This is an optimization exercise on Yosys and OpenROAD, whose aim is small area, a short achievable clock period and few clock cycles, not a production implementation.
At most, simulation tests tie the RTL to the original design; equivalence was not proved.
The RTL of runs 4 to 8 was laid out without a check of its function.
No activity file was given, so power comes from the tool's default toggle rates.

==> design/flow/design.v <==
package cdq_pkg;
  localparam int unsigned DATA_W    = 32;
  localparam int unsigned OP_W      = 2;
  localparam int unsigned DEPTH_DEF = 16;
  typedef enum logic [OP_W-1:0] {
    OP_PUSH_REAR  = 2'd0,
    OP_PUSH_FRONT = 2'd1,
    OP_POP_FRONT  = 2'd2,
    OP_POP_REAR   = 2'd3
  } op_e;
endpackage
module circular_deque #(
  parameter int unsigned DEPTH = cdq_pkg::DEPTH_DEF
) (
  input  logic                              clk_i,
  input  logic                              rst_ni,
  input  logic                              req_valid_i,
  output logic                              req_ready_o,
  input  logic [cdq_pkg::OP_W-1:0]          req_operation_i,
  input  logic signed [cdq_pkg::DATA_W-1:0] req_push_value_i,
  output logic                              rsp_valid_o,
  input  logic                              rsp_ready_i,
  output logic                              rsp_status_o,
  output logic signed [cdq_pkg::DATA_W-1:0] rsp_popped_value_o,
  output logic                              rsp_is_full_o,
  output logic                              rsp_is_empty_o
);
  localparam int unsigned DW = cdq_pkg::DATA_W;
  localparam int unsigned AW = 4;
  logic [DW-1:0] ring_mem [16];
  logic [AW-1:0] h_q, t_q, hm1_q, tm1_q;
  logic [4:0]    cnt_q;
  logic          full_q, empty_q;
  logic          ready_q;
  logic          p_v_q, p_pop_q, p_st_q, p_full_q, p_empty_q;
  logic [AW-1:0] p_addr_q;
  logic          o_v_q, o_st_q, o_full_q, o_empty_q;
  logic [DW-1:0] o_val_q;
  logic          s_v_q, s_st_q, s_full_q, s_empty_q;
  logic [DW-1:0] s_val_q;
  logic accept, is_push, front_op, ok, wr_en;
  logic [AW-1:0] wr_addr;
  logic [DW-1:0] p_val;
  logic o_free, p_to_o, p_to_s, s_to_o, p_leave, p_v_d, s_v_d;
  assign accept   = req_valid_i && ready_q;
  assign is_push  = !req_operation_i[1];
  assign front_op = req_operation_i[0] ^ req_operation_i[1];  
  assign ok       = is_push ? !full_q : !empty_q;
  assign wr_en    = accept && is_push && !full_q;
  assign wr_addr  = req_operation_i[0] ? hm1_q : t_q;
  always_ff @(posedge clk_i) begin
    if (wr_en) ring_mem[wr_addr] <= req_push_value_i;
  end
  always_ff @(posedge clk_i or negedge rst_ni) begin
    if (!rst_ni) begin
      h_q     <= '0;
      hm1_q   <= '1;
      t_q     <= '0;
      tm1_q   <= '1;
      cnt_q   <= '0;
      full_q  <= 1'b0;
      empty_q <= 1'b1;
    end else if (accept && ok) begin
      if (is_push) begin
        cnt_q   <= cnt_q + 5'd1;
        full_q  <= (cnt_q == 5'd15);
        empty_q <= 1'b0;
      end else begin
        cnt_q   <= cnt_q - 5'd1;
        full_q  <= 1'b0;
        empty_q <= (cnt_q == 5'd1);
      end
      if (front_op) begin
        if (is_push) begin
          h_q   <= hm1_q;
          hm1_q <= hm1_q - 4'd1;
        end else begin
          h_q   <= h_q + 4'd1;
          hm1_q <= h_q;
        end
      end else begin
        if (is_push) begin
          t_q   <= t_q + 4'd1;
          tm1_q <= t_q;
        end else begin
          t_q   <= tm1_q;
          tm1_q <= tm1_q - 4'd1;
        end
      end
    end
  end
  always_ff @(posedge clk_i) begin
    if (accept) begin
      p_pop_q   <= !is_push && !empty_q;
      p_addr_q  <= req_operation_i[0] ? tm1_q : h_q;
      p_st_q    <= !ok;
      p_full_q  <= is_push ? (full_q || cnt_q == 5'd15) : 1'b0;
      p_empty_q <= is_push ? 1'b0 : (empty_q || cnt_q == 5'd1);
    end
  end
  assign p_val = p_pop_q ? ring_mem[p_addr_q] : '0;
  assign o_free  = !o_v_q || rsp_ready_i;
  assign s_to_o  = o_free && s_v_q;
  assign p_to_o  = o_free && !s_v_q && p_v_q;
  assign p_to_s  = p_v_q && (s_v_q ? o_free : !o_free);
  assign p_leave = p_to_o || p_to_s;
  assign p_v_d   = accept || (p_v_q && !p_leave);
  assign s_v_d   = p_to_s || (s_v_q && !s_to_o);
  always_ff @(posedge clk_i or negedge rst_ni) begin
    if (!rst_ni) begin
      p_v_q   <= 1'b0;
      o_v_q   <= 1'b0;
      s_v_q   <= 1'b0;
      ready_q <= 1'b1;
    end else begin
      p_v_q   <= p_v_d;
      s_v_q   <= s_v_d;
      o_v_q   <= s_to_o || p_to_o || (o_v_q && !rsp_ready_i);
      ready_q <= !(p_v_d && s_v_d);
    end
  end
  always_ff @(posedge clk_i) begin
    if (s_to_o) begin
      o_st_q    <= s_st_q;
      o_val_q   <= s_val_q;
      o_full_q  <= s_full_q;
      o_empty_q <= s_empty_q;
    end else if (p_to_o) begin
      o_st_q    <= p_st_q;
      o_val_q   <= p_val;
      o_full_q  <= p_full_q;
      o_empty_q <= p_empty_q;
    end
    if (p_to_s) begin
      s_st_q    <= p_st_q;
      s_val_q   <= p_val;
      s_full_q  <= p_full_q;
      s_empty_q <= p_empty_q;
    end
  end
  assign req_ready_o        = ready_q;
  assign rsp_valid_o        = o_v_q;
  assign rsp_status_o       = o_st_q;
  assign rsp_popped_value_o = o_val_q;
  assign rsp_is_full_o      = o_full_q;
  assign rsp_is_empty_o     = o_empty_q;
endmodule
==> design/flow/run.sh <==
#!/bin/bash
# synth_recipe.tcl (not shown) runs the flow's synth.tcl, then flattens the netlist and writes it again
# the make line also repeats each setting of config.mk as NAME=value (left out here)
make -C /OpenROAD-flow-scripts/flow DESIGN_CONFIG=/design/flow/config.mk WORK_HOME=/design/flow/orfs CLKGATE_MAP_FILE= SYNTH_SCRIPT=/design/flow/synth_recipe.tcl finish
==> design/flow/config.mk <==
export PLATFORM = sky130hd
export DESIGN_NAME = circular_deque
export DESIGN_NICKNAME = circular_deque
export VERILOG_FILES = /design/flow/design.v
export SDC_FILE = /design/flow/constraint.sdc
export NUM_CORES = 4
export LEC_CHECK = 0
export CAP_MARGIN = 20
export CORE_MARGIN = 2
export CORE_UTILIZATION = 40
export SETUP_SLACK_MARGIN = 2.7
export SLEW_MARGIN = 20
==> design/flow/constraint.sdc <==
create_clock -name core_clock -period 4.5 [get_ports {clk_i}]
set_input_delay 0.9000 -clock core_clock [delete_from_list [all_inputs] [get_ports {clk_i}]]
set_output_delay 0.9000 -clock core_clock [all_outputs]
set_load 0.01 [all_outputs]
==> flow_summary.toml, run 1 <==
[run_status]
outcome = "complete, no violations"

[logic_synthesis]
yosys.cell_types.count = 51
synth_area_per_cell_um2 = 19.70
syn_inst = 1244
synth-edff-count = 590
synth_top_area_frac = 0.7229
synth_warnings = 1
synthArstFlopShare = 0.04348
ys_seq_elements = 621
synthFlopType = "edfxtp_1"
synth_area_um2 = 24510
ys_seq_area_frac = 0.7542
synthTopCellsByCount = "edfxtp_1, mux4_2, nand2_1"
synth.area.top_cells = "edfxtp_1, mux4_2, mux2i_1, dfrtp_1, mux4_1"
synth_top_cell_by_area = "edfxtp_1"
syn_nets = 1293
synth.most_common_cell = "edfxtp_1"

[place]
dp_hpwl_mm = 29.18
placed_cells = 2064
io_buffers = 74
gp_congestion = 0.7555
dp_slack_ns = 0.7715

[sta]
fin_setup_tns_ns = 0
drv_slew = 0
setup_viol = 0
rsz0062_at_grt = "yes"
worst_pin_slew_ns = 0.7656
slew_headroom = 0.4880
whs_ns = 0.4609
fmax_mhz = 447.3
finalCritPeriodShare = 0.4968
hold_violations = 0
fin_crit_ns = 2.236
skew_ns = 0.02039
worst_slack_ns = 2.264

[hold_path]
min_path_cells = 2
hp-start = "p_addr_q[0]$_DFFE_PN_"
min_path_type = "flop to flop"

[global_routing]
antenna_found_initial = 1
grt_pass1_wl_mm = 101.5
grt_use_total = 0.2278
grt_max_degree = 40
overflow = 0
grt_pass1_vias = 14220

[critical_path]
setup.worst_path.start = "req_valid_i"
crit_type = "primary input to flop"
start_kind = "primary input"
cp_data_arrival_time_ns = 2.53
reg2reg_slack_ns = 2.28
worstSetupEndpointType = "flop"
critical_path_peak_fanout = 6
rr_worst_depth = 10
rr_startpoint = "ready_q$_DFF_PN1_"
r2r-end = "ring_mem[11][31]$_DFFE_PP_"
cp.required_ns = 4.80

[final_layout]
fillers = 4408
drive_gt1_frac = 0.3966
seqCellArea_um2 = 18500
layout.cells.non_filler = 2426
nets = 1643
diodes = 0
area_growth_pct = 35.58
multi_input_area_um2 = 6342

[drt]
drtIter0Drc = 1572
drc = 0
drtAntennaViolNets = 0
via_per_inst = 5.842
routed_wl_mm = 73.98
vias = 14170
firstDrtPassIters = 7
wl_per_cell_um = 30.49

[die]
core_region_area_um2 = 60470
die_area_um2 = 63270
io_pins = 75
die_h_um = 251.5
rows = 90
die_w_um = 251.5
start_util = 0.4053

[clock_tree]
path_clk_slew_ns = 0.06
clk_latency_ns = 0.60
numCtsBuffers = 67
htree_levels = 3
cts_root_buffer = "clkbuf_16"
cts_tree = "yes"
clock_sinks = 621
max-clock-path-buffers = 3

[job]
maxCapViolCount = 0

[power_and_ir_drop]
leakagePower_nw = 11.44
powerDensity_nw_per_um2 = 627.4
ir_drop_mv = 0.3120
==> layout make-up <==
class                           instances  share of cell area
Tap cell                              782             0.02944
Clock buffer                           83             0.05354
Clock inverter                         36             0.01017
Sequential cell                       621              0.5568
Inverter                               16            0.002297
Timing Repair Buffer                  343              0.1569
Multi-Input combinational cell        545              0.1909
==> sequential cells by signal (all words and copies together), names as in the netlist, 4 cells and up, named ones only <==
name      flops
tm1_q         4
cnt_q         5
ring_mem    512
h_q           4
p_addr_q      4
s_val_q      32
t_q           4
hm1_q         4
o_val_q      32
==> worst max-delay path, cell delays in order <==
cell and delay [ns]:
dlygate4sd2_1 0.29, nand2_8 0.07, nor3_4 0.17, buf_12 0.14, buf_12 0.10, nand2_8 0.05, buf_4 0.14, buf_12 0.12
nor2_4 0.18, buf_6 0.18, buf_12 0.16
==> per-layer routing <==
layer  routed length, µm  track usage  vias to the layer above
met5                   9            0                        -
met4                2910      0.08793                        2
met3                5556      0.04766                      164
met2               36150       0.3739                      640
met1               29350       0.2992                     7514
li1                    -            -                     5852
==> metrics by stage <==
step	util	total power, mW	instance area (µm²)
final	0.5495	20.85	33230
after global routing	0.5495	21.60	33230
after CTS	0.5357	20.27	32390
after detailed placement	0.4370	12.81	26430
after global placement	0.4364	12.72	26390
after floorplan	-	11.36	24980
==> where the power goes <==
group	switching (mW)	internal, mW	leakage, nW
sequential	0.463	7.23	5.72
clock	2.27	3.11	1.03
combinational	3.78	4.00	4.69
total	6.50	14.3	11.4
==> cell families after synthesis <==
family / share of synthesized area
compound gates: 0.03926
xor+xnor: 0.001787
mux: 0.1357
buf+inv: 0.01894
fa+ha+maj: 0.005615
simple gates: 0.04451
flops: 0.7542
==> what timing repair did <==
action,CTS,global route
endpoints found under the setup margin,723,661
pin swaps,69,45
gates cloned,61,9
buffers inserted,142,31
resized for setup,411,74
hold buffers,0,0
==> worst max path at each step <==
| stage | endpoint | slack, ns | depth (start not counted) |
|---|---|---|---|
| floorplan | ring_mem[12][0]$_DFFE_PP_ | 1.98 | 5 |
| global placement | ring_mem[9][0]$_DFFE_PP_ | 0.82 | 7 |
| detailed placement | ring_mem[9][1]$_DFFE_PP_ | 0.77 | 7 |
| CTS | req_ready_o | 2.25 | 1 |
| global route | ring_mem[10][4]$_DFFE_PP_ | 2.24 | 11 |
| finish | ring_mem[11][31]$_DFFE_PP_ | 2.26 | 11 |
==> cells in the final DEF (no fill, tap or decap), types with 6 or more instances in the layout <==
cell	synthesis	final
a211o_1	28	24
a22oi_1	12	7
a32o_1	29	27
and3_1	31	23
and3_4	0	8
buf_12	2	69
buf_16	0	57
buf_2	15	37
buf_4	7	54
buf_6	9	60
buf_8	0	17
bufbuf_16	0	6
clkbuf_1	30	14
clkbuf_16	0	77
clkdlybuf4s50_1	0	33
clkinv_1	0	14
clkinv_2	0	8
dfrtp_1	17	16
dfstp_2	10	10
edfxtp_1	590	590
ha_1	11	9
inv_1	14	13
mux2_2	8	7
mux2i_1	63	57
mux4_2	96	109
nand2_1	69	61
nand4_1	7	7
nor2_1	40	22
nor2_4	0	21
nor2b_1	29	20
nor2b_4	0	8
nor3_1	11	6
o21ai_0	12	10
o21ai_1	7	6
Testbench counts, summed over its fixed seeds: cycles 16,016.
==> run 2: changes to the inputs <==
--- a/design/flow/config.mk
+++ b/design/flow/config.mk
@@ -10,3 +10,3 @@
 export CORE_UTILIZATION = 40
-export SETUP_SLACK_MARGIN = 2.7
+export SETUP_SLACK_MARGIN = 2.0
 export SLEW_MARGIN = 20
==> run 2 against run 1 <==
  * Still clean on timing, DRC and antenna
  * Clock power decreased by 3%
  * Global-route usage decreased by 5.3 points
  * Register-to-register slack got worse by 0.16 ns
  * Clock-buffer cell count increased by 4
  * Power decreased by 13%
  * Critical path type is now flop to primary output
  * Largest power group is now registers
==> flow_summary.toml, run 2 <==
[run_status]
outcome = "complete, no violations"

[logic_synthesis]
synthArstFlopShare = 0.04348
syn_inst = 1244
synthTopCellsByCount = "edfxtp_1, mux4_2, nand2_1"
synth_area_per_cell_um2 = 19.70
synth_area_um2 = 24510
synth-edff-count = 590
syn_nets = 1293
synth.area.top_cells = "edfxtp_1, mux4_2, mux2i_1, dfrtp_1, mux4_1"
synthFlopType = "edfxtp_1"
synth_top_cell_by_area = "edfxtp_1"
ys_seq_area_frac = 0.7542
synth_warnings = 1
synth_top_area_frac = 0.7229
ys_seq_elements = 621
synth.most_common_cell = "edfxtp_1"
yosys.cell_types.count = 51

[power_and_ir_drop]
ir_drop_mv = 0.2849
powerDensity_nw_per_um2 = 623.0
power.total_mw = 18.05
leakagePower_nw = 9.562

[critical_path]
slowest_delay_ns = 0.56
crit_path_top_delay_cell = "clkdlybuf4s50_1"
setup.worst_path.start = "o_val_q[12]$_DFFE_PP_"
cp_num_buf_inv = 1
cp_top_family = "buffers and inverters"
cp_data_arrival_time_ns = 1.54
cp.required_ns = 3.60
critical_path_peak_fanout = 1
start_kind = "flop"
path_cells = "clkdlybuf4s50_1"
reg2reg_slack_ns = 2.12
rr_worst_depth = 5
worstSetupEndpointType = "primary output"
r2r-end = "o_val_q[6]$_DFFE_PP_"
crit_type = "flop to primary output"

[drt]
routed_wl_mm = 54.70
drtAntennaViolNets = 0
wl_per_cell_um = 24.71
firstDrtPassIters = 5
drtIter0Drc = 1219
via_per_inst = 5.547
vias = 12280
drc = 0

[final_layout]
largest_register_ffs = 512
top_regs = "ring_mem (512), o_val_q (32), s_val_q (32)"
largest-register = "ring_mem"
nets = 1431
utilization = 0.4790
layout_common_cells = "edfxtp_1, mux4_2, clkdlybuf4s50_1, clkbuf_16, nand2_1"
area_growth_pct = 18.19
drive_gt1_frac = 0.2214
mostFrequentLayoutCell = "edfxtp_1"
diodes = 0

[clock_tree]
max-clock-path-buffers = 3
cts_root_buffer = "clkbuf_16"
cts_hold_buffers = 0
numCtsBuffers = 66
clk_latency_ns = 0.60
cts_tree = "yes"
htree_levels = 3
path_clk_slew_ns = 0.06
clock_sinks = 621

[place]
io_buffers = 74
gp_congestion = 0.7706
dp_hpwl_mm = 30.08
dp_slack_ns = 0.9059

[sta]
rsz0062_at_grt = "yes"
setup_viol = 0
fmax_mhz = 409.2
worst_pin_slew_ns = 0.9340
hold_violations = 0
finalCritPeriodShare = 0.5431
drv_slew = 0
skew_ns = 0.02151
fin_crit_ns = 2.444
slew_headroom = 0.3754
whs_ns = 0.4427
fin_setup_tns_ns = 0
worst_slack_ns = 2.056

[die]
rows = 90
start_util = 0.4053
io_pins = 75
die_area_um2 = 63270
die_h_um = 251.5
core_region_area_um2 = 60470
die_w_um = 251.5

[global_routing]
grt_use_total = 0.1750
grt_pass1_wl_mm = 81.39
overflow = 0
antenna_found_initial = 0
grt_max_degree = 53
grt_pass1_vias = 12660

[job]
maxCapViolCount = 0

[hold_path]
min_path_cells = 2
min_path_type = "flop to flop"
hp-start = "p_addr_q[0]$_DFFE_PN_"
## run 2: how the worst max path moves through the flow
stage                                             to  slack [ns]  cells past startpoint
after CTS                  ring_mem[10][4]$_DFFE_PP_        1.96                      5
after floorplan             ring_mem[1][0]$_DFFE_PP_        1.89                      5
after global placement      ring_mem[9][7]$_DFFE_PP_        0.82                      5
after global routing            hm1_q[2]$_DFFE_PN1P_        1.99                      6
after detailed placement  ring_mem[11][10]$_DFFE_PP_        0.91                      6
final                         rsp_popped_value_o[12]        2.06                      1
## run 2: area by class of cell
cell class	count	area (µm²)
clock buffers	87	1794
clock inverters	31	285.3
fillers	4867	31500
inverters	16	60.06
multi-input cells	541	5853
flip-flops and latches	621	18500
well taps	782	978.4
repair buffers	136	1499
## run 2: where the power goes
| part | switching [mW] | total, mW | leakage [nW] | internal, mW |
|---|---|---|---|---|
| registers | 0.471 | 7.71 | 5.72 | 7.23 |
| logic | 2.74 | 5.12 | 2.84 | 2.38 |
| clock network | 2.17 | 5.22 | 1.01 | 3.05 |
## run 2: stage by stage
| stage | instances | instance area [µm²] |
|---|---|---|
| floorplan | 1244 | 24710 |
| global placement | 2067 | 26410 |
| detailed placement | 2068 | 26430 |
| CTS | 2210 | 28880 |
| global route | 2214 | 28970 |
| finish | 2214 | 28970 |
## run 2: cell families (layout without fill, tap and decap cells)
| group | Yosys count | count (layout) | share of synthesized area |
|---|---|---|---|
| compound gates | 121 | 121 | 0.03926 |
| xor+xnor | 5 | 5 | 0.001787 |
| fa+ha+maj | 11 | 11 | 0.005615 |
| buf+inv | 85 | 270 | 0.01894 |
| flops | 621 | 621 | 0.7542 |
| mux | 184 | 184 | 0.1357 |
| simple gates | 217 | 220 | 0.04451 |
## run 2: layer usage
layer  up-vias  routed length [µm]  GRT usage  share of wire
li1       5389                   -          -              -
met1      6459               24020     0.2413           0.44
met2       366               26930     0.2882           0.49
met3        68                2787    0.02899          0.051
met4         0                 961    0.05034          0.018
met5         -                   0          0              0
## run 2: what timing repair did
item | 4_1_cts | 5_1_grt
cloned | 4 | 1
pin swaps | 12 | 2
setup buffers | 20 | 3
setup endpoints to repair | 534 | 190
endpoints found under the hold margin | 0 | 0
resized for setup | 17 | 4
## run 2: worst reg2reg max path, stage by stage (launching register included)
cell     delay (ns)
dfxtp_4        0.59
buf_4          0.41
mux4_2         0.36
nor2b_1        0.14
a211o_1        0.34
a32o_1         0.29
==> run 3: changes to the inputs <==
--- a/design/flow/config.mk
+++ b/design/flow/config.mk
@@ -10,3 +10,2 @@
 export CORE_UTILIZATION = 40
-export SETUP_SLACK_MARGIN = 2.0
 export SLEW_MARGIN = 20
==> run 3 against run 2 <==
  * Via count decreased by 2.2%
  * Utilization decreased by 0.90 points
  * Critical path depth increased by 4
  * Die area unchanged
  * Register-to-register slack got worse by 0.35 ns
  * Critical path type is now primary input to flop
  * Worst setup slack got worse by 0.55 ns
  * Flip-flop and latch count unchanged
  * Final area decreased by 1.9%
  * Synthesized cell count unchanged
  * Combinational power decreased by 6.8%
  * Sequential power increased by 1%
  * Clock skew increased by 0.0024 ns
==> flow_summary.toml, run 3 <==
[run_status]
outcome = "complete, no violations"

[job]
maxCapViolCount = 0

[final_layout]
diodes = 0
utilization = 0.4701
mostFrequentLayoutCell = "edfxtp_1"
fillers = 4960
drive_gt1_frac = 0.2038
nets = 1416
layout_common_cells = "edfxtp_1, mux4_2, clkdlybuf4s50_1, nand2_1, clkbuf_16"
largest-register = "ring_mem"
top_regs = "ring_mem (512), o_val_q (32), s_val_q (32)"
area_growth_pct = 15.97
multi_input_area_um2 = 5693
seqCellArea_um2 = 18500
largest_register_ffs = 512

[logic_synthesis]
ys_seq_elements = 621
yosys.cell_types.count = 51
syn_nets = 1293
synth_area_um2 = 24510
syn_inst = 1244
ys_seq_area_frac = 0.7542
synth_area_per_cell_um2 = 19.70
synthTopCellsByCount = "edfxtp_1, mux4_2, nand2_1"
synth-edff-count = 590
synth_top_cell_by_area = "edfxtp_1"
synthFlopType = "edfxtp_1"
synth_warnings = 1
synth.area.top_cells = "edfxtp_1, mux4_2, mux2i_1, dfrtp_1, mux4_1"
synth_top_area_frac = 0.7229
synth.most_common_cell = "edfxtp_1"
synthArstFlopShare = 0.04348

[global_routing]
grt_use_total = 0.1656
overflow = 0
grt_pass1_wl_mm = 78.61
antenna_found_initial = 2
grt_max_degree = 55
grt_pass1_vias = 12770

[sta]
rsz0062_at_grt = "no"
setup_viol = 0
skew_ns = 0.02389
fmax_mhz = 333.7
fin_crit_ns = 2.997
slew_headroom = 0.3397
worst_pin_slew_ns = 0.9859
fin_setup_tns_ns = 0
hold_violations = 0
finalCritPeriodShare = 0.6659
drv_slew = 0

[power_and_ir_drop]
p_switching_mw = 5.181
powerDensity_nw_per_um2 = 617.9
comb_power_share = 0.271
p_int_mw = 12.38
p_clk_frac = 0.283
ir_drop_mv = 0.4748
seq_power_share = 0.445
switching_share = 0.2950
leakagePower_nw = 9.326

[drt]
firstDrtPassIters = 5
wl_per_cell_um = 23.22
via_per_inst = 5.462
drc = 0
drtAntennaViolNets = 0
vias = 12020
drtIter0Drc = 796
routed_wl_mm = 51.09

[die]
rows = 90
io_pins = 75
die_w_um = 251.5
start_util = 0.4053
core_region_area_um2 = 60470
die_area_um2 = 63270
die_h_um = 251.5

[clock_tree]
cts_tree = "yes"
cts_hold_buffers = 0
htree_levels = 3
clock_sinks = 621
postCtsSetupRepairBufs = 0
cts-resized-gates = 0
path_clk_slew_ns = 0.06
numCtsBuffers = 66
max-clock-path-buffers = 3
clk_latency_ns = 0.60
cts_root_buffer = "clkbuf_16"

[place]
gp_congestion = 0.7526
dp_hpwl_mm = 29.66
io_buffers = 74

[critical_path]
critical_path_peak_fanout = 21
cp.required_ns = 4.78
cp_data_arrival_time_ns = 3.28
worstSetupEndpointType = "flop"
crit_type = "primary input to flop"
start_kind = "primary input"

[hold_path]
min_path_type = "flop to flop"
## run 3: kinds of logic after synthesis
kind of cell | synth area share
AO/OA/AOI/OAI | 0.03926
XOR/XNOR | 0.001787
adder cells (fa/ha/maj) | 0.005615
buffers and inverters | 0.01894
flip-flops | 0.7542
multiplexers | 0.1357
AND/OR/NAND/NOR | 0.04451
## run 3: power by group through the flow
| stage | clock network (mW) | logic (mW) | registers, mW |
|---|---|---|---|
| final | 4.98 | 4.77 | 7.82 |
| after global routing | 5.34 | 5.20 | 7.91 |
| after CTS | 5.12 | 4.86 | 7.84 |
| after detailed placement | 0 | 4.84 | 7.95 |
| after global placement | 0 | 4.79 | 7.93 |
| after floorplan | 0 | 3.40 | 7.65 |
## run 3: final timing paths
path                                       start                   endpoint  slack (ns)  cells after the start
min in group asynchronous                 rst_ni       cnt_q[4]$_DFFE_PN0P_        0.86                      1
hold reg to reg            p_addr_q[3]$_DFFE_PN_                       flop        0.45                      2
setup / recovery              req_operation_i[0]  ring_mem[4][21]$_DFFE_PP_        1.50                      5
setup reg to reg               ready_q$_DFF_PN1_  ring_mem[4][21]$_DFFE_PP_        1.77                      6
max in group asynchronous                 rst_ni       tm1_q[1]$_DFFE_PN1P_        2.88                      2
hold / removal             p_addr_q[3]$_DFFE_PN_                       flop        0.45                      2
## run 3: worst max-delay path, stage by stage
cell and delay [ns]:
clkdlybuf4s50_1 0.79, o32ai_1 0.45, nand2_1 0.29, nor2_4 0.50
buf_4 0.32
## run 3: per-stage QoR
step / instances / hold slack, ns / setup WS, ns / instance area [µm²] / total power [mW]
5_1_grt: 2200 / 0.4705 / 1.312 / 28420 / 18.46
6_report: 2200 / 0.4484 / 1.503 / 28420 / 17.56
2_1_floorplan: 1244 / 0.4152 / 1.019 / 24510 / 11.05
4_1_cts: 2200 / 0.4510 / 1.501 / 28420 / 17.82
3_3_place_gp: 2081 / 0.4317 / 0.8192 / 26430 / 12.72
3_5_place_dp: 2081 / 0.4407 / 0.8654 / 26430 / 12.79
## run 3: per-layer routing
metal | global-route usage | up-vias | part of all wire | routed length (µm)
met3 | 0.02868 | 61 | 0.046 | 2338
met4 | 0.05170 | 4 | 0.018 | 938
met1 | 0.2229 | 6326 | 0.44 | 22410
met2 | 0.2758 | 274 | 0.50 | 25380
li1 | - | 5352 | - | -
met5 | 0 | - | 0.00051 | 26
## run 3: layout make-up
| type | count | share of cell area |
|---|---|---|
| inverters | 16 | 0.002113 |
| clock buffers | 82 | 0.06171 |
| clock inverters | 37 | 0.008363 |
| flip-flops and latches | 621 | 0.6508 |
| multi-input cells | 538 | 0.2003 |
| well taps | 782 | 0.03442 |
| repair buffers | 124 | 0.04235 |
==> run 4: changes to the inputs <==
--- a/design/flow/design.v
+++ b/design/flow/design.v
@@ -28,10 +28,10 @@
   localparam int unsigned DW = cdq_pkg::DATA_W;
-  localparam int unsigned AW = 4;
-  logic [DW-1:0] ring_mem [16];
-  logic [AW-1:0] h_q, t_q, hm1_q, tm1_q;
-  logic [4:0]    cnt_q;
-  logic          full_q, empty_q;
-  logic          ready_q;
-  logic          p_v_q, p_pop_q, p_st_q, p_full_q, p_empty_q;
-  logic [AW-1:0] p_addr_q;
+  localparam int unsigned N  = 16;
+  logic [DW-1:0] ring_mem [N];
+  logic [3:0] h_q, t_q;
+  logic [4:0] cnt_q;
+  logic       full_q, empty_q;
+  logic       ready_q;
+  logic         p_v_q, p_st_q, p_full_q, p_empty_q;
+  logic [N-1:0] p_sel_q;
   logic          o_v_q, o_st_q, o_full_q, o_empty_q;
@@ -40,14 +40,30 @@
   logic [DW-1:0] s_val_q;
-  logic accept, is_push, front_op, ok, wr_en;
-  logic [AW-1:0] wr_addr;
+  logic [N-1:0] dec_h, dec_t, wr_en, rd_sel;
+  logic op_pr, op_pf, op_qf, op_qr, accept, ok;
   logic [DW-1:0] p_val;
   logic o_free, p_to_o, p_to_s, s_to_o, p_leave, p_v_d, s_v_d;
-  assign accept   = req_valid_i && ready_q;
-  assign is_push  = !req_operation_i[1];
-  assign front_op = req_operation_i[0] ^ req_operation_i[1];  
-  assign ok       = is_push ? !full_q : !empty_q;
-  assign wr_en    = accept && is_push && !full_q;
-  assign wr_addr  = req_operation_i[0] ? hm1_q : t_q;
+  always_comb begin
+    for (int i = 0; i < N; i++) begin
+      dec_h[i] = (h_q == 4'(i));
+      dec_t[i] = (t_q == 4'(i));
+    end
+  end
+  assign op_pr  = (req_operation_i == cdq_pkg::OP_PUSH_REAR);
+  assign op_pf  = (req_operation_i == cdq_pkg::OP_PUSH_FRONT);
+  assign op_qf  = (req_operation_i == cdq_pkg::OP_POP_FRONT);
+  assign op_qr  = (req_operation_i == cdq_pkg::OP_POP_REAR);
+  assign accept = req_valid_i && ready_q;
+  assign ok     = req_operation_i[1] ? !empty_q : !full_q;
+  always_comb begin
+    for (int i = 0; i < N; i++) begin
+      wr_en[i]  = accept && !full_q &&
+                  ((op_pr && dec_t[i]) || (op_pf && dec_h[(i + 1) % N]));
+      rd_sel[i] = !empty_q &&
+                  ((op_qf && dec_h[i]) || (op_qr && dec_t[(i + 1) % N]));
+    end
+  end
   always_ff @(posedge clk_i) begin
-    if (wr_en) ring_mem[wr_addr] <= req_push_value_i;
+    for (int i = 0; i < N; i++) begin
+      if (wr_en[i]) ring_mem[i] <= req_push_value_i;
+    end
   end
@@ -56,5 +72,3 @@
       h_q     <= '0;
-      hm1_q   <= '1;
       t_q     <= '0;
-      tm1_q   <= '1;
       cnt_q   <= '0;
@@ -63,3 +77,3 @@
     end else if (accept && ok) begin
-      if (is_push) begin
+      if (!req_operation_i[1]) begin
         cnt_q   <= cnt_q + 5'd1;
@@ -72,19 +86,8 @@
       end
-      if (front_op) begin
-        if (is_push) begin
-          h_q   <= hm1_q;
-          hm1_q <= hm1_q - 4'd1;
-        end else begin
-          h_q   <= h_q + 4'd1;
-          hm1_q <= h_q;
-        end
-      end else begin
-        if (is_push) begin
-          t_q   <= t_q + 4'd1;
-          tm1_q <= t_q;
-        end else begin
-          t_q   <= tm1_q;
-          tm1_q <= tm1_q - 4'd1;
-        end
-      end
+      case (req_operation_i)
+        cdq_pkg::OP_PUSH_REAR:  t_q <= t_q + 4'd1;
+        cdq_pkg::OP_PUSH_FRONT: h_q <= h_q - 4'd1;
+        cdq_pkg::OP_POP_FRONT:  h_q <= h_q + 4'd1;
+        default:                t_q <= t_q - 4'd1;
+      endcase
     end
@@ -93,10 +96,12 @@
     if (accept) begin
-      p_pop_q   <= !is_push && !empty_q;
-      p_addr_q  <= req_operation_i[0] ? tm1_q : h_q;
+      p_sel_q   <= rd_sel;
       p_st_q    <= !ok;
-      p_full_q  <= is_push ? (full_q || cnt_q == 5'd15) : 1'b0;
-      p_empty_q <= is_push ? 1'b0 : (empty_q || cnt_q == 5'd1);
+      p_full_q  <= !req_operation_i[1] && (full_q || cnt_q == 5'd15);
+      p_empty_q <= req_operation_i[1] && (empty_q || cnt_q == 5'd1);
     end
   end
-  assign p_val = p_pop_q ? ring_mem[p_addr_q] : '0;
+  always_comb begin
+    p_val = '0;
+    for (int i = 0; i < N; i++) p_val = p_val | ({DW{p_sel_q[i]}} & ring_mem[i]);
+  end
   assign o_free  = !o_v_q || rsp_ready_i;
--- a/design/flow/config.mk
+++ b/design/flow/config.mk
@@ -10,2 +10,3 @@
 export CORE_UTILIZATION = 40
+export SETUP_SLACK_MARGIN = 2.0
 export SLEW_MARGIN = 20
==> run 4 against run 3 <==
  * Critical path depth down 4
  * Critical endpoint is now rsp_is_full_o
  * Utilization up 0.85 points
  * Global-route usage up 1.8 points
  * Sequential power down 9.0%
  * Clock-buffer cell count down 11
  * Clock power down 2%
  * Combinational power down 42%
  * Critical path type is now flop to primary output
  * Flip-flop and latch count down 1
  * Via count up 2.4%
  * Worst hold slack better by 0.0074 ns
  * Register-to-register slack better by 0.35 ns
  * Worst setup slack better by 0.56 ns
==> flow_summary.toml, run 4 <==
[sta]
rsz0062_at_grt = "no"
whs_ns = 0.4559
worst_pin_slew_ns = 0.9448
slew_headroom = 0.3678
worst_slack_ns = 2.062
setup_viol = 0
fin_setup_tns_ns = 0
fmax_mhz = 410.2
fin_crit_ns = 2.438
drv_slew = 0
skew_ns = 0.01641
finalCritPeriodShare = 0.5417
hold_violations = 0

[drt]
drtAntennaViolNets = 0
drtIter0Drc = 1270
firstDrtPassIters = 6
drc = 0
vias = 12300
wl_per_cell_um = 25.83
routed_wl_mm = 54.74
via_per_inst = 5.806

[global_routing]
grt_use_total = 0.1837
antenna_found_initial = 1
grt_pass1_vias = 12420
overflow = 0
grt_max_degree = 36
grt_pass1_wl_mm = 81.25

[critical_path]
cp_top_family = "buffers and inverters"
crit_path_top_delay_cell = "clkdlybuf4s50_1"
setup.worst_path.start = "o_full_q$_DFFE_PP_"
path_cells = "clkdlybuf4s50_1"
start_kind = "flop"
slowest_delay_ns = 0.55
rr_startpoint = "h_q[2]$_DFFE_PN0P_"
cp.required_ns = 3.60
cp_data_arrival_time_ns = 1.54
crit_type = "flop to primary output"
reg2reg_slack_ns = 2.12
cp_num_buf_inv = 1
critical_path_peak_fanout = 1
worstSetupEndpointType = "primary output"

[place]
dpl-instance-area_um2 = 24980
dp_slack_ns = 0.8780
dp_hpwl_mm = 28.38
gp_congestion = 0.7917
placed_cells = 2004
io_buffers = 74

[final_layout]
mostFrequentLayoutCell = "edfxtp_1"
largest_register_ffs = 512
largest-register = "ring_mem"
diodes = 0
area_growth_pct = 17.90
nets = 1373
layout_common_cells = "edfxtp_1, a22o_1, a221oi_1, clkdlybuf4s50_1, clkbuf_16"
top_regs = "ring_mem (512), o_val_q (32), s_val_q (32)"
drive_gt1_frac = 0.1533
layout.cells.non_filler = 2119
fin_area_um2 = 27040

[logic_synthesis]
synth_top_area_frac = 0.7869
syn_nets = 1275
syn_inst = 1217
ys_seq_elements = 620
synth_warnings = 2
synth_area_um2 = 22930
synthTopCellsByCount = "edfxtp_1, a221oi_1, a22o_1"
synth_area_per_cell_um2 = 18.84
synthArstFlopShare = 0.03065
synth.most_common_cell = "edfxtp_1"
synthFlopType = "edfxtp_1"
synth.area.top_cells = "edfxtp_1, a221oi_1, a22o_1, dfrtp_1, mux2_2"
synth-edff-count = 601
synth_top_cell_by_area = "edfxtp_1"
ys_seq_area_frac = 0.8078
yosys.cell_types.count = 39

[clock_tree]
max-clock-path-buffers = 3
htree_levels = 2
cts_tree = "yes"
path_clk_slew_ns = 0.06
clk_latency_ns = 0.62
clock_sinks = 620
numCtsBuffers = 61
cts_root_buffer = "clkbuf_16"

[power_and_ir_drop]
ir_drop_mv = 0.3178
leakagePower_nw = 8.355
powerDensity_nw_per_um2 = 547.2

[hold_path]
hp-start = "p_st_q$_DFFE_PP_"
min_path_type = "flop to flop"

[die]
core_region_area_um2 = 56500
die_area_um2 = 59270
io_pins = 75
rows = 87
die_w_um = 243.4
start_util = 0.4059
die_h_um = 243.4

[job]
maxCapViolCount = 0

[run_status]
outcome = "complete, no violations"
[run 4: cell types whose count changed in the layout (fill, tap and decap cells not counted), sizes merged, moves of 28 or more]
cell and change:
a22o +128, mux4 -112, a211o -28, nand3 +48, nand2 -56, mux2 +28
a32o -29, and3 -30, mux2i -61, nand4 +28, a221oi +126
[run 4: logic make-up after synthesis]
| logic type | after synthesis | synth area share |
|---|---|---|
| flip-flops | 620 | 0.8078 |
| multiplexers | 39 | 0.01915 |
| buffers and inverters | 91 | 0.01626 |
| AO/OA/AOI/OAI | 299 | 0.1097 |
| XOR/XNOR | 12 | 0.004583 |
| AND/OR/NAND/NOR | 136 | 0.03164 |
| adder cells (fa/ha/maj) | 20 | 0.01091 |
[run 4: repair_timing]
item                                    in CTS  in global routing
resized for setup                           19                 14
buffers inserted                             1                  3
pin swaps                                    1                  0
hold buffers                                 0                  0
endpoints found under the setup margin     556                192
hold endpoints to repair                     0                  0
[run 4: final timing paths]
| kind | depth (start not counted) | to |
|---|---|---|
| max | 1 | rsp_is_full_o |
| min | 0 | s_st_q$_DFFE_PP_ |
| max reg2reg | 4 | ring_mem[0][16]$_DFFE_PP_ |
| min reg2reg | 0 | s_st_q$_DFFE_PP_ |
| max in group asynchronous | 1 | t_q[0]$_DFFE_PN0P_ |
| min in group asynchronous | 1 | o_v_q$_DFF_PN0_ |
[run 4: stage by stage]
step | utilization | power (mW)
2_1_floorplan | - | 8.895
3_3_place_gp | 0.4422 | 9.969
3_5_place_dp | 0.4422 | 10.03
4_1_cts | 0.4775 | 14.92
5_1_grt | 0.4786 | 15.38
6_report | 0.4786 | 14.80
[run 4: power by group]
group / total (mW) / switching [mW] / internal [mW] / leakage, nW
combinational: 2.79 / 1.87 / 0.918 / 1.87
clock: 4.89 / 2.10 / 2.79 / 0.935
sequential: 7.12 / 0.189 / 6.94 / 5.55
[run 4: area by class of cell]
class / count / area [µm²]
multi-input cells: 506 / 4447
repair buffers: 113 / 1157
fillers: 4616 / 29460
well taps: 756 / 945.9
flip-flops and latches: 620 / 18530
clock buffers: 71 / 1585
clock inverters: 40 / 321.6
inverters: 13 / 56.30
[run 4: metal layers]
metal / GRT usage / vias to the layer above / wire length, µm
met5: 0 / - / 10
met4: 0.03843 / 2 / 944
met3: 0.03349 / 71 / 3356
met2: 0.3030 / 411 / 26350
met1: 0.2558 / 6488 / 24080
li1: - / 5330 / -
==> run 5: changes to the inputs <==
--- a/design/flow/config.mk
+++ b/design/flow/config.mk
@@ -9,3 +9,4 @@
 export CORE_MARGIN = 2
-export CORE_UTILIZATION = 40
+export CORE_UTILIZATION = 60
+export CTS_BUF_LIST = sky130_fd_sc_hd__clkbuf_8
 export SETUP_SLACK_MARGIN = 2.0
==> run 5 against run 4 <==
  * Final area is 2.0% lower
  * Clock skew is 0.0081 ns higher
  * Final cell count is 8.4% lower
  * Worst setup slack better by 0.0030 ns
  * Critical path depth is 4 higher
  * Synthesized area stayed put
  * Fmax is 0.12% higher
  * Sequential share of layout area is 1.4 points higher
  * Flip-flop and latch count stayed put
  * Synthesized cell count stayed put
  * Highest routed layer is now met4
==> flow_summary.toml, run 5 <==
[global_routing]
grt_pass1_wl_mm = 78.80
grt_use_total = 0.2770
overflow = 0
grt_max_degree = 36
antenna_found_initial = 0
grt_pass1_vias = 12580

[clock_tree]
path_clk_slew_ns = 0.06
numCtsBuffers = 94
cts_tree = "yes"
cts_hold_buffers = 0
clk_latency_ns = 0.65
max-clock-path-buffers = 3
htree_levels = 3
clock_sinks = 620
cts_root_buffer = "clkbuf_8"

[drt]
drtIter0Drc = 1245
via_per_inst = 6.441
wl_per_cell_um = 27.61
routed_wl_mm = 53.56
drtAntennaViolNets = 0
drc = 0
vias = 12500
firstDrtPassIters = 6

[place]
gp_congestion = 0.7999
dpl-instance-area_um2 = 24690
dp_hpwl_mm = 27.17
dp_slack_ns = 0.9590
io_buffers = 74

[final_layout]
layout_common_cells = "edfxtp_1, a22o_1, a221oi_1, clkbuf_8, clkdlybuf4s50_1"
fillers = 2461
mostFrequentLayoutCell = "edfxtp_1"
area_growth_pct = 15.49
largest-register = "ring_mem"
largest_register_ffs = 512
top_regs = "ring_mem (512), o_val_q (32), s_val_q (32)"
nets = 1413
seqCellArea_um2 = 18530
drive_gt1_frac = 0.1700
diodes = 0
multi_input_area_um2 = 4434
fin_area_um2 = 26490

[power_and_ir_drop]
ir_drop_mv = 0.3729
powerDensity_nw_per_um2 = 526.9
power.total_mw = 13.96
leakagePower_nw = 8.397

[run_status]
outcome = "complete, no violations"

[logic_synthesis]
synthTopCellsByCount = "edfxtp_1, a221oi_1, a22o_1"
synth_area_per_cell_um2 = 18.84
ys_seq_elements = 620
yosys.cell_types.count = 39
synth.most_common_cell = "edfxtp_1"
synth.area.top_cells = "edfxtp_1, a221oi_1, a22o_1, dfrtp_1, mux2_2"
synth_top_cell_by_area = "edfxtp_1"
syn_inst = 1217
synth-edff-count = 601
synth_warnings = 2
synth_area_um2 = 22930
synth_top_area_frac = 0.7869
syn_nets = 1275
ys_seq_area_frac = 0.8078
synthFlopType = "edfxtp_1"
synthArstFlopShare = 0.03065

[hold_path]
min_path_type = "flop to flop"

[sta]
fin_crit_ns = 2.435
hold_violations = 0
worst_slack_ns = 2.065
slew_headroom = 0.3738
whs_ns = 0.4589
drv_slew = 0
fin_setup_tns_ns = 0
rsz0062_at_grt = "no"
fmax_mhz = 410.7
setup_viol = 0
worst_pin_slew_ns = 0.9363
skew_ns = 0.02450
finalCritPeriodShare = 0.5410

[critical_path]
start_kind = "flop"
path_cells = "buf_4 -> a22o_1 -> a221oi_1 -> nand4_1 -> mux2_2"
slowest_delay_ns = 0.51
cp.required_ns = 4.89
critical_path_peak_fanout = 22
crit_type = "flop to flop"
crit_path_top_delay_cell = "a221oi_1"
cp_data_arrival_time_ns = 2.83
worstSetupEndpointType = "flop"

[job]
maxCapViolCount = 0

[die]
die_w_um = 199.5
core_region_area_um2 = 37670
rows = 71
start_util = 0.6089
die_h_um = 199.5
io_pins = 75
die_area_um2 = 39800
==> run 5: layout make-up <==
type | count | area share
Sequential cell | 620 | 0.6994
Clock inverter | 71 | 0.01091
Clock buffer | 99 | 0.05144
Multi-Input combinational cell | 506 | 0.1674
Inverter | 13 | 0.002126
Timing Repair Buffer | 120 | 0.04455
Tap cell | 511 | 0.02414
==> run 5: logic make-up after synthesis <==
group	share of synthesized area
DFF	0.8078
AOI/OAI and AO/OA	0.1097
and+or+nand+nor	0.03164
buffers and inverters	0.01626
muxes	0.01915
adders and majority gates	0.01091
xor gates and xnor gates	0.004583
==> run 5: final timing paths <==
path / slack, ns / from / to / cells past startpoint
max in group asynchronous: 3.15 / rst_ni / t_q[3]$_DFFE_PN0P_ / 1
min in group asynchronous: 0.77 / rst_ni / cnt_q[0]$_DFFE_PN0P_ / 1
max: 2.07 / p_sel_q[9]$_DFFE_PP_ / o_val_q[0]$_DFFE_PP_ / 5
min: 0.46 / p_empty_q$_DFFE_PP_ / s_empty_q$_DFFE_PP_ / 0
max reg2reg: 2.07 / p_sel_q[9]$_DFFE_PP_ / o_val_q[0]$_DFFE_PP_ / 5
min reg2reg: 0.46 / p_empty_q$_DFFE_PP_ / s_empty_q$_DFFE_PP_ / 0
==> run 5: power breakdown <==
group | leakage (nW) | internal [mW] | total (mW) | switching [mW]
Clock | 0.950 | 2.03 | 4.07 | 2.04
Combinational | 1.90 | 0.902 | 2.76 | 1.86
Sequential | 5.55 | 6.94 | 7.13 | 0.190
Total | 8.40 | 9.87 | 14.0 | 4.09
==> run 5: routing by layer <==
metal	part of all wire	global-route usage
met5	0	0
met1	0.42	0.3930
met3	0.071	0.04996
met4	0.025	0.09684
met2	0.48	0.4385
==> run 5: repair_timing <==
action / in CTS / in global routing
buffers inserted: 4 / 5
resized for setup: 12 / 13
endpoints found under the setup margin: 510 / 254
pin swaps: 1 / 1
gates cloned: 0 / 0
==> run 5: stage by stage <==
| step | instances | util |
|---|---|---|
| after floorplan | 1217 | - |
| after global placement | 1761 | 0.6555 |
| after detailed placement | 1761 | 0.6555 |
| after CTS | 1935 | 0.7009 |
| after global routing | 1940 | 0.7032 |
| final | 1940 | 0.7032 |
==> run 5: critical path: cells and delay by family, from the launching register on <==
kind / cells / cell delay [ns]
flops: 1 / 0.45
compound gates: 2 / 0.76
mux: 1 / 0.35
simple gates: 1 / 0.32
buf+inv: 1 / 0.29
==> run 6: changes to the inputs <==
--- a/design/flow/config.mk
+++ b/design/flow/config.mk
@@ -11,3 +11,3 @@
 export CTS_BUF_LIST = sky130_fd_sc_hd__clkbuf_8
-export SETUP_SLACK_MARGIN = 2.0
+export SETUP_SLACK_MARGIN = 2.4
 export SLEW_MARGIN = 20
==> run 6 against run 5 <==
  * Non-clock buffer count increased by 63
  * Global-route usage rose by 1.3 points
  * Flip-flop and latch count unchanged
  * Power up 5.0%
  * Synthesized area stayed put
  * Worst hold slack got worse by 0.0018 ns
  * Clock skew up 0.0010 ns
  * Via count is 5.2% higher
  * Final area up 4.7%
  * Die area unchanged
  * Utilization rose by 3.3 points
  * Sequential share of layout area down 3.2 points
==> flow_summary.toml, run 6 <==
[run_status]
outcome = "complete, no violations"

[sta]
finalCritPeriodShare = 0.4868
setup_viol = 0
fin_setup_tns_ns = 0
hold_violations = 0
slew_headroom = 0.4184
worst_slack_ns = 2.310
rsz0062_at_grt = "yes"
worst_pin_slew_ns = 0.8696
fmax_mhz = 456.5
skew_ns = 0.02551
fin_crit_ns = 2.190
drv_slew = 0

[global_routing]
overflow = 0
antenna_found_initial = 1
grt_use_total = 0.2899
grt_pass1_vias = 12880
grt_max_degree = 37
use_met1 = 0.4097
grt-busiest-layer = "met2"
use_met2 = 0.4713
use_met3 = 0.05367
grt_pass1_wl_mm = 82.18

[die]
start_util = 0.6089
io_pins = 75
die_w_um = 199.5
die_area_um2 = 39800
die_h_um = 199.5
rows = 71
core_region_area_um2 = 37670

[final_layout]
fillers = 2273
area_growth_pct = 20.97
largest-register = "ring_mem"
nets = 1478
layout_common_cells = "edfxtp_1, a22o_1, a221oi_1, clkbuf_8, inv_1"
drive_gt1_frac = 0.2554
diodes = 0
mostFrequentLayoutCell = "edfxtp_1"
largest_register_ffs = 512
top_regs = "ring_mem (512), o_val_q (32), s_val_q (32)"

[power_and_ir_drop]
leakagePower_nw = 8.969
powerDensity_nw_per_um2 = 528.3
ir_drop_mv = 0.3786

[logic_synthesis]
synth_warnings = 2
synth.most_common_cell = "edfxtp_1"
synthTopCellsByCount = "edfxtp_1, a221oi_1, a22o_1"
synthAdderAreaFrac = 0.01091
synth-edff-count = 601
synth_area_per_cell_um2 = 18.84
syn_inst = 1217
synth_compound_area_frac = 0.1097
synthArstFlopShare = 0.03065
synth.area.top_cells = "edfxtp_1, a221oi_1, a22o_1, dfrtp_1, mux2_2"
synth_xor_area_frac = 0.004583
ys_seq_elements = 620
synth_area_um2 = 22930
synth_top_area_frac = 0.7869
synth_top_family_by_area = "compound AO/OA/AOI/OAI gates"
syn_nets = 1275
synthMuxAreaShare = 0.01915
synthFlopType = "edfxtp_1"
synth-simple-area-share = 0.03164
yosys.cell_types.count = 39
ys_seq_area_frac = 0.8078
synth_top_cell_by_area = "edfxtp_1"

[critical_path]
critical_path_peak_fanout = 2
setup.worst_path.start = "ready_q$_DFF_PN1_"
path_depth = 1
cp.required_ns = 3.60
rr_startpoint = "p_sel_q[2]$_DFFE_PP_"
slowest_delay_ns = 0.55
rr_worst_depth = 5
crit_path_top_delay_cell = "dfstp_2"
crit_type = "flop to primary output"
cp_data_arrival_time_ns = 1.29
start_kind = "flop"
worstSetupEndpointType = "primary output"
cp_top_family = "flip-flops"
path_cells = "buf_6"
cp_num_buf_inv = 1

[hold_path]
min_path_type = "flop to flop"
min_path_cells = 0
hp-start = "p_empty_q$_DFFE_PP_"

[clock_tree]
clock_sinks = 620
htree_levels = 3
cts_tree = "yes"
cts_hold_buffers = 0
cts_root_buffer = "clkbuf_8"
numCtsBuffers = 93
max-clock-path-buffers = 3
path_clk_slew_ns = 0.06
clk_latency_ns = 0.66

[drt]
via_per_inst = 6.566
firstDrtPassIters = 7
routed_wl_mm = 58.49
drc = 0
wl_per_cell_um = 29.20
drtAntennaViolNets = 0
vias = 13150
drtIter0Drc = 1442

[place]
io_buffers = 74
gp_congestion = 0.8252
dp_hpwl_mm = 27.51
dp_slack_ns = 0.9809

[job]
maxCapViolCount = 0
run 6: layout make-up:
cell class | count | area [µm²] | area share
clock buffers | 96 | 1321 | 0.04763
clock inverters | 71 | 344.1 | 0.01240
inverters | 13 | 56.30 | 0.002030
multi-input cells | 509 | 4673 | 0.1685
flip-flops and latches | 620 | 18530 | 0.6678
well taps | 511 | 639.4 | 0.02305
repair buffers | 183 | 2182 | 0.07866
run 6: per-layer routing:
| metal | vias up | wire length (µm) |
|---|---|---|
| met5 | - | 0 |
| met4 | 0 | 1203 |
| met3 | 79 | 4520 |
| met2 | 678 | 28660 |
| met1 | 6822 | 24110 |
| li1 | 5573 | - |
run 6: kinds of logic (layout without fill, tap and decap cells):
kind of cell	Yosys count	after routing
AOI/OAI and AO/OA	299	300
xor gates and xnor gates	12	12
adders and majority gates	20	20
buffers and inverters	91	363
DFF	620	620
muxes	39	39
and+or+nand+nor	136	138
run 6: worst paths after layout:
kind,endpoint,slack [ns]
setup / recovery,req_ready_o,2.31
hold / removal,s_empty_q$_DFFE_PP_,0.46
setup reg to reg,o_val_q[18]$_DFFE_PP_,2.45
hold reg to reg,s_empty_q$_DFFE_PP_,0.46
max in group asynchronous,t_q[0]$_DFFE_PN0P_,3.21
min in group asynchronous,cnt_q[2]$_DFFE_PN0P_,0.75
run 6: worst register-to-register path, cell delays in order, from the launching register on:
cell      delay, ns
edfxtp_1       0.48
buf_6          0.26
a22o_1         0.26
a221oi_1       0.22
nand4_1        0.27
mux2_2         0.34
run 6: timing repair:
item,in CTS,in global routing
hold endpoints to repair,0,0
pin swaps,7,9
setup buffers,46,15
gates resized for setup,223,41
endpoints found under the setup margin,650,563
gates cloned,8,9
run 6: power by group:
| group | total [mW] | switching (mW) | internal, mW |
|---|---|---|---|
| Combinational | 3.34 | 2.08 | 1.26 |
| Sequential | 7.17 | 0.237 | 6.93 |
| Clock | 4.14 | 2.06 | 2.09 |
run 6: per-stage QoR:
stage	hold slack (ns)	cells	area, µm²	total power [mW]	utilization
floorplan	0.4222	1217	23490	8.929	-
global placement	0.4411	1758	24680	9.906	0.6553
detailed placement	0.4439	1758	24680	9.947	0.6553
CTS	0.4581	1979	27200	14.39	0.7222
global route	0.4643	2003	27740	15.19	0.7365
finish	0.4571	2003	27740	14.65	0.7365
==> run 7: changes to the inputs <==
--- a/design/flow/config.mk
+++ b/design/flow/config.mk
@@ -9,4 +9,5 @@
 export CORE_MARGIN = 2
-export CORE_UTILIZATION = 60
+export CORE_UTILIZATION = 70
 export CTS_BUF_LIST = sky130_fd_sc_hd__clkbuf_8
+export CTS_CLUSTER_SIZE = 16
 export SETUP_SLACK_MARGIN = 2.4
==> run 7 against run 6 <==
  * Synthesized area did not move
  * Worst hold slack better by 0.0048 ns
  * Register-to-register slack worse by 0.18 ns
  * Global-route usage is 3.1 points higher
  * Combinational power hardly changed
  * Still clean on timing, DRC and antenna
  * Highest routed layer unchanged
  * Fmax is 2.8% lower
  * Power down 0.22%
  * Worst setup slack lost 0.062 ns
  * Flip-flop and latch count unchanged
==> flow_summary.toml, run 7 <==
[power_and_ir_drop]
p_switching_mw = 4.475
seq_power_share = 0.490
comb_power_share = 0.230
powerDensity_nw_per_um2 = 527.1
leakagePower_nw = 8.949
p_int_mw = 10.15
p_clk_frac = 0.279
ir_drop_mv = 0.5002
switching_share = 0.3060

[critical_path]
setup.worst_path.start = "req_valid_i"
cp_data_arrival_time_ns = 2.60
cp.required_ns = 4.84
crit_type = "primary input to flop"
reg2reg_slack_ns = 2.27
rr_worst_depth = 5
r2r-end = "o_val_q[1]$_DFFE_PP_"
start_kind = "primary input"
endpoint = "ring_mem[14][29]$_DFFE_PP_"
critical_path_peak_fanout = 16
rr_startpoint = "p_sel_q[10]$_DFFE_PP_"
worstSetupEndpointType = "flop"

[die]
start_util = 0.7084
die_h_um = 185
die_w_um = 185
io_pins = 75
rows = 66
core_region_area_um2 = 32370
die_area_um2 = 34230

[clock_tree]
clock_sinks = 620
cts_hold_buffers = 0
numCtsBuffers = 93
cts_root_buffer = "clkbuf_8"
htree_levels = 3
cts_tree = "yes"
path_clk_slew_ns = 0.07
clk_latency_ns = 0.67
max-clock-path-buffers = 3

[drt]
drc = 0
vias = 14000
routed_wl_mm = 63.57
wl_per_cell_um = 32.79
drtAntennaViolNets = 0
firstDrtPassIters = 8
via_per_inst = 7.221
drtIter0Drc = 2074

[logic_synthesis]
syn_nets = 1275
syn_inst = 1217
ys_seq_area_frac = 0.8078
synth-edff-count = 601
synth.area.top_cells = "edfxtp_1, a221oi_1, a22o_1, dfrtp_1, mux2_2"
synthTopCellsByCount = "edfxtp_1, a221oi_1, a22o_1"
synthFlopType = "edfxtp_1"
synth_warnings = 2
ys_seq_elements = 620
synthArstFlopShare = 0.03065
synth.most_common_cell = "edfxtp_1"
synth_area_um2 = 22930
yosys.cell_types.count = 39
synth_top_cell_by_area = "edfxtp_1"
synth_top_area_frac = 0.7869
synth_area_per_cell_um2 = 18.84

[place]
dp_hpwl_mm = 28.00
placed_cells = 1690
io_buffers = 74
dp_slack_ns = 0.9544
gp_congestion = 0.8172

[sta]
skew_ns = 0.03196
hold_violations = 0
slew_headroom = 0.4071
setup_viol = 0
finalCritPeriodShare = 0.5005
fmax_mhz = 444.0
rsz0062_at_grt = "yes"
worst_slack_ns = 2.248
fin_setup_tns_ns = 0
drv_slew = 0
fin_crit_ns = 2.252
worst_pin_slew_ns = 0.8866
whs_ns = 0.4620

[final_layout]
area_growth_pct = 20.97
utilization = 0.8570
layout_common_cells = "edfxtp_1, a22o_1, a221oi_1, clkbuf_8, buf_4"
nets = 1484
top_regs = "ring_mem (512), o_val_q (32), s_val_q (32)"
seqCellArea_um2 = 18530
mostFrequentLayoutCell = "edfxtp_1"
layout.cells.non_filler = 1939
drive_gt1_frac = 0.2548
fillers = 1427
largest_register_ffs = 512
multi_input_area_um2 = 4643
largest-register = "ring_mem"

[global_routing]
grt_pass1_vias = 12890
grt_use_total = 0.3213
grt_pass1_wl_mm = 78.50
overflow = 0
grt_max_degree = 37
antenna_found_initial = 1

[run_status]
outcome = "complete, no violations"

[job]
maxCapViolCount = 0

[hold_path]
min_path_type = "flop to flop"
-- run 7: cell counts after synthesis --
Identical to the previous run, type by type.
-- run 7: kinds of logic (layout without fill, tap and decap cells) --
group           after synthesis  count (layout)  synth area share
compound gates              299             300            0.1097
xor+xnor                     12              12          0.004583
fa+ha+maj                    20              20           0.01091
buf+inv                      91             366           0.01626
flops                       620             620            0.8078
mux                          39              39           0.01915
other cells                   0               2                 0
simple gates                136             138           0.03164
-- run 7: power by group through the flow --
stage          combinational [mW]  clock [mW]  sequential [mW]
6_report                     3.37        4.08             7.17
5_1_grt                      3.48        4.33             7.20
4_1_cts                      2.79        4.06             7.15
3_5_place_dp                 2.60           0             7.33
3_3_place_gp                 2.53           0             7.31
2_1_floorplan                1.68           0             7.25
-- run 7: final cells by class --
| cell class | instances | share of cell area |
|---|---|---|
| sequential | 620 | 0.6678 |
| multi-input combinational | 509 | 0.1674 |
| timing repair buffer | 189 | 0.08457 |
| clock buffer | 97 | 0.04812 |
| tap | 442 | 0.01994 |
| clock inverter | 67 | 0.01001 |
| inverter | 13 | 0.002030 |
| antenna | 2 | 0.0001804 |
-- run 7: how the worst min path moves through the flow --
stage,endpoint,startpoint,cells after the start
global route,s_full_q$_DFFE_PP_,p_full_q$_DFFE_PP_,0
floorplan,s_empty_q$_DFFE_PP_,p_empty_q$_DFFE_PP_,0
global placement,s_st_q$_DFFE_PP_,p_st_q$_DFFE_PP_,0
finish,s_st_q$_DFFE_PP_,p_st_q$_DFFE_PP_,0
detailed placement,s_st_q$_DFFE_PP_,p_st_q$_DFFE_PP_,0
CTS,s_st_q$_DFFE_PP_,p_st_q$_DFFE_PP_,0
-- run 7: per-layer routing --
| layer | global-route usage | wire length (µm) | part of all wire | up-vias |
|---|---|---|---|---|
| li1 | - | - | - | 5577 |
| met1 | 0.4581 | 22460 | 0.35 | 6966 |
| met2 | 0.4942 | 30160 | 0.47 | 1259 |
| met3 | 0.07098 | 7862 | 0.12 | 200 |
| met4 | 0.1292 | 3092 | 0.049 | 0 |
| met5 | 0 | 0 | 0 | - |
-- run 7: metrics by stage --
stage / instance area, µm² / total power, mW
6_report: 27740 / 14.62
5_1_grt: 27740 / 15.01
4_1_cts: 26540 / 14.00
3_5_place_dp: 24600 / 9.931
3_3_place_gp: 24600 / 9.843
2_1_floorplan: 23490 / 8.929
-- run 7: what timing repair did --
action / 4_1_cts / 5_1_grt
setup endpoints to repair: 681 / 488
gates cloned: 3 / 26
buffers inserted: 24 / 30
pin swaps: 8 / 9
gates resized for setup: 207 / 41
-- run 7: worst max-delay path: stages --
cell,delay (ns)
clkdlybuf4s50_1,0.46
nand2_1,0.16
or2_4,0.34
buf_4,0.18
a21oi_4,0.16
buf_12,0.17
clkbuf_16,0.22
==> run 8: changes to the inputs <==
--- a/design/flow/config.mk
+++ b/design/flow/config.mk
@@ -9,6 +9,4 @@
 export CORE_MARGIN = 2
-export CORE_UTILIZATION = 70
-export CTS_BUF_LIST = sky130_fd_sc_hd__clkbuf_8
-export CTS_CLUSTER_SIZE = 16
-export SETUP_SLACK_MARGIN = 2.4
+export CORE_UTILIZATION = 60
+export SETUP_SLACK_MARGIN = 2.5
 export SLEW_MARGIN = 20
==> run 8 against run 7 <==
  * Still clean
  * Via count down 6.0%
  * Clock power up about 10%
  * Register-to-register slack better by 0.10 ns
  * Worst hold slack got worse by 0.013 ns
  * Utilization decreased by 9.6 points
  * Worst setup slack gained 0.10 ns
  * Flip-flop and latch count is the same
  * Global-route usage is 3.1 points lower
==> flow_summary.toml, run 8 <==
[clock_tree]
cts_root_buffer = "clkbuf_16"
cts_tree = "yes"
cts_hold_buffers = 0
clk_latency_ns = 0.62
max-clock-path-buffers = 3
htree_levels = 2
path_clk_slew_ns = 0.06
numCtsBuffers = 58
clock_sinks = 620

[logic_synthesis]
synth.area.top_cells = "edfxtp_1, a221oi_1, a22o_1, dfrtp_1, mux2_2"
synthFlopType = "edfxtp_1"
synth_top_cell_by_area = "edfxtp_1"
synth-edff-count = 601
synth_area_um2 = 22930
ys_seq_area_frac = 0.8078
syn_inst = 1217
syn_nets = 1275
yosys.cell_types.count = 39
ys_seq_elements = 620
synth_warnings = 2
synthTopCellsByCount = "edfxtp_1, a221oi_1, a22o_1"
synth_area_per_cell_um2 = 18.84
synth.most_common_cell = "edfxtp_1"
synth_top_area_frac = 0.7869
synthArstFlopShare = 0.03065

[final_layout]
diodes = 0
top_regs = "ring_mem (512), o_val_q (32), s_val_q (32)"
nets = 1471
area_growth_pct = 25.03
mostFrequentLayoutCell = "edfxtp_1"
layout_common_cells = "edfxtp_1, a22o_1, clkbuf_16, a221oi_1, a221oi_2"
layout.cells.non_filler = 1960
largest_register_ffs = 512
drive_gt1_frac = 0.2940
largest-register = "ring_mem"
fillers = 2171

[power_and_ir_drop]
power.total_mw = 15.54
ir_drop_mv = 0.4293
leakagePower_nw = 9.232
powerDensity_nw_per_um2 = 541.8

[place]
dp_slack_ns = 0.6909
dp_hpwl_mm = 27.15
placed_cells = 1756
gp_congestion = 0.8300
io_buffers = 74

[sta]
hold_violations = 0
rsz0062_at_grt = "yes"
skew_ns = 0.01644
worst_slack_ns = 2.350
slew_headroom = 0.3738
worst_pin_slew_ns = 0.9363
fmax_mhz = 465.2
finalCritPeriodShare = 0.4777
drv_slew = 0
setup_viol = 0
fin_setup_tns_ns = 0
fin_crit_ns = 2.150

[global_routing]
grt_pass1_wl_mm = 81.94
grt_max_degree = 33
overflow = 0
grt_pass1_vias = 12480
antenna_found_initial = 0
grt_use_total = 0.2903

[critical_path]
cp_top_family = "flip-flops"
critical_path_peak_fanout = 2
start_kind = "flop"
slowest_delay_ns = 0.54
path_cells = "buf_6"
worstSetupEndpointType = "primary output"
crit_path_top_delay_cell = "dfstp_2"
crit_type = "flop to primary output"
cp_data_arrival_time_ns = 1.25
cp_num_buf_inv = 1
cp.required_ns = 3.60

[drt]
routed_wl_mm = 63.10
wl_per_cell_um = 32.19
firstDrtPassIters = 5
via_per_inst = 6.716
vias = 13160
drc = 0
drtAntennaViolNets = 0
drtIter0Drc = 1645

[die]
start_util = 0.6089
die_area_um2 = 39800
rows = 71
io_pins = 75
die_w_um = 199.5
die_h_um = 199.5
core_region_area_um2 = 37670

[job]
maxCapViolCount = 0

[hold_path]
min_path_type = "flop to flop"

[run_status]
outcome = "complete, no violations"
run 8: area by class of cell:
type                            count  area, µm²  share of cell area
Clock buffer                       75       1536             0.05359
Timing Repair Buffer              211       2651             0.09247
Inverter                           13      56.30            0.001964
Clock inverter                     21      147.6            0.005149
Multi-Input combinational cell    509       5116              0.1784
Sequential cell                   620      18530              0.6461
Tap cell                          511      639.4             0.02230
run 8: what timing repair did:
item | CTS | global route
setup endpoints to repair | 712 | 595
gates resized for setup | 248 | 123
setup buffers | 35 | 40
pin swaps | 12 | 27
cloned | 9 | 24
run 8: worst reg2reg max path, stage by stage (launching register included):
cell and delay (ns):
edfxtp_1 0.50, buf_4 0.21, clkbuf_16 0.19, a221oi_4 0.29, nand4_1 0.32, mux2_4 0.36
run 8: power by group:
group          internal [mW]  switching [mW]  leakage, nW  total [mW]
clock                   2.49            2.00        0.828        4.49
combinational           1.52            2.32         2.86        3.85
sequential              6.93           0.263         5.55        7.20
run 8: cells by family after synthesis:
| family | after synthesis | share of synthesized area |
|---|---|---|
| flops | 620 | 0.8078 |
| buf+inv | 91 | 0.01626 |
| compound gates | 299 | 0.1097 |
| simple gates | 136 | 0.03164 |
| xor+xnor | 12 | 0.004583 |
| fa+ha+maj | 20 | 0.01091 |
| mux | 39 | 0.01915 |
run 8: per-stage QoR:
step,area (µm²),hold slack (ns),util
after floorplan,23560,0.4222,-
after global placement,24690,0.4347,0.6555
after detailed placement,24690,0.4350,0.6555
after CTS,27190,0.4508,0.7220
after global routing,28670,0.4765,0.7612
final,28670,0.4489,0.7612
run 8: worst paths after layout:
check / start / endpoint / slack (ns) / cells past startpoint
worst max-delay path: ready_q$_DFF_PN1_ / req_ready_o / 2.35 / 1
worst min-delay path: p_empty_q$_DFFE_PP_ / s_empty_q$_DFFE_PP_ / 0.45 / 0
worst max register to register: p_sel_q[9]$_DFFE_PP_ / o_val_q[7]$_DFFE_PP_ / 2.37 / 5
worst min register to register: p_empty_q$_DFFE_PP_ / s_empty_q$_DFFE_PP_ / 0.45 / 0
max in group asynchronous: rst_ni / t_q[3]$_DFFE_PN0P_ / 3.12 / 1
min in group asynchronous: rst_ni / cnt_q[1]$_DFFE_PN0P_ / 0.81 / 1
run 8: layer usage:
layer | wire length (µm) | share of wire | up-vias | GRT usage
met2 | 30310 | 0.48 | 720 | 0.4644
li1 | - | - | 5526 | -
met5 | 0 | 0 | - | 0
met3 | 5723 | 0.091 | 100 | 0.04692
met4 | 1900 | 0.030 | 0 | 0.09108
met1 | 25160 | 0.40 | 6818 | 0.4162

re-timing with driven ports:
The flow's constraints put no driver on any port. The routed layouts listed below were extracted and timed again, unchanged, in two steps.
Step 1 assumes that a clkbuf_16 drives the clock port and a buf_2 every other input.
Step 2 moves the port delays by t, midway between the first and last clock arrival at a register: inputs arrive t later, outputs are due t later. That takes back most of the time a late clock gives input paths.
Slacks: ideal / step 1 / step 2; pairs: ideal / step 1.
run	shift t [ns]	slack for setup (ns)	hold slack, ns	worst setup path after step 2	slew at the worst register clock pin (ns)
run 1	0.651	2.264 / 2.234 / 1.650	0.461 / 0.461 / 0.461	input to register	0.07 / 0.07
run 2	0.652	2.056 / 1.997 / 1.454	0.443 / 0.443 / 0.443	input to register	0.06 / 0.06
run 3	0.647	1.503 / 1.529 / 0.883	0.448 / 0.448 / 0.448	input to register	0.06 / 0.06
run 4	0.665	2.062 / 2.009 / 1.441	0.456 / 0.456 / 0.456	input to register	0.06 / 0.06
run 5	0.693	2.065 / 2.016 / 1.410	0.459 / 0.459 / 0.459	input to register	0.07 / 0.07
run 6	0.698	2.310 / 2.259 / 1.679	0.457 / 0.457 / 0.457	input to register	0.07 / 0.07
run 7	0.703	2.248 / 2.251 / 1.565	0.462 / 0.462 / 0.462	input to register	0.08 / 0.08
run 8	0.669	2.350 / 2.291 / 1.885	0.449 / 0.449 / 0.449	input to register	0.07 / 0.07
After both steps every run listed still meets setup and hold. For run 7, which loses most, drivers alone change the setup slack by +0.003 ns; drivers and shift together by -0.683 ns.
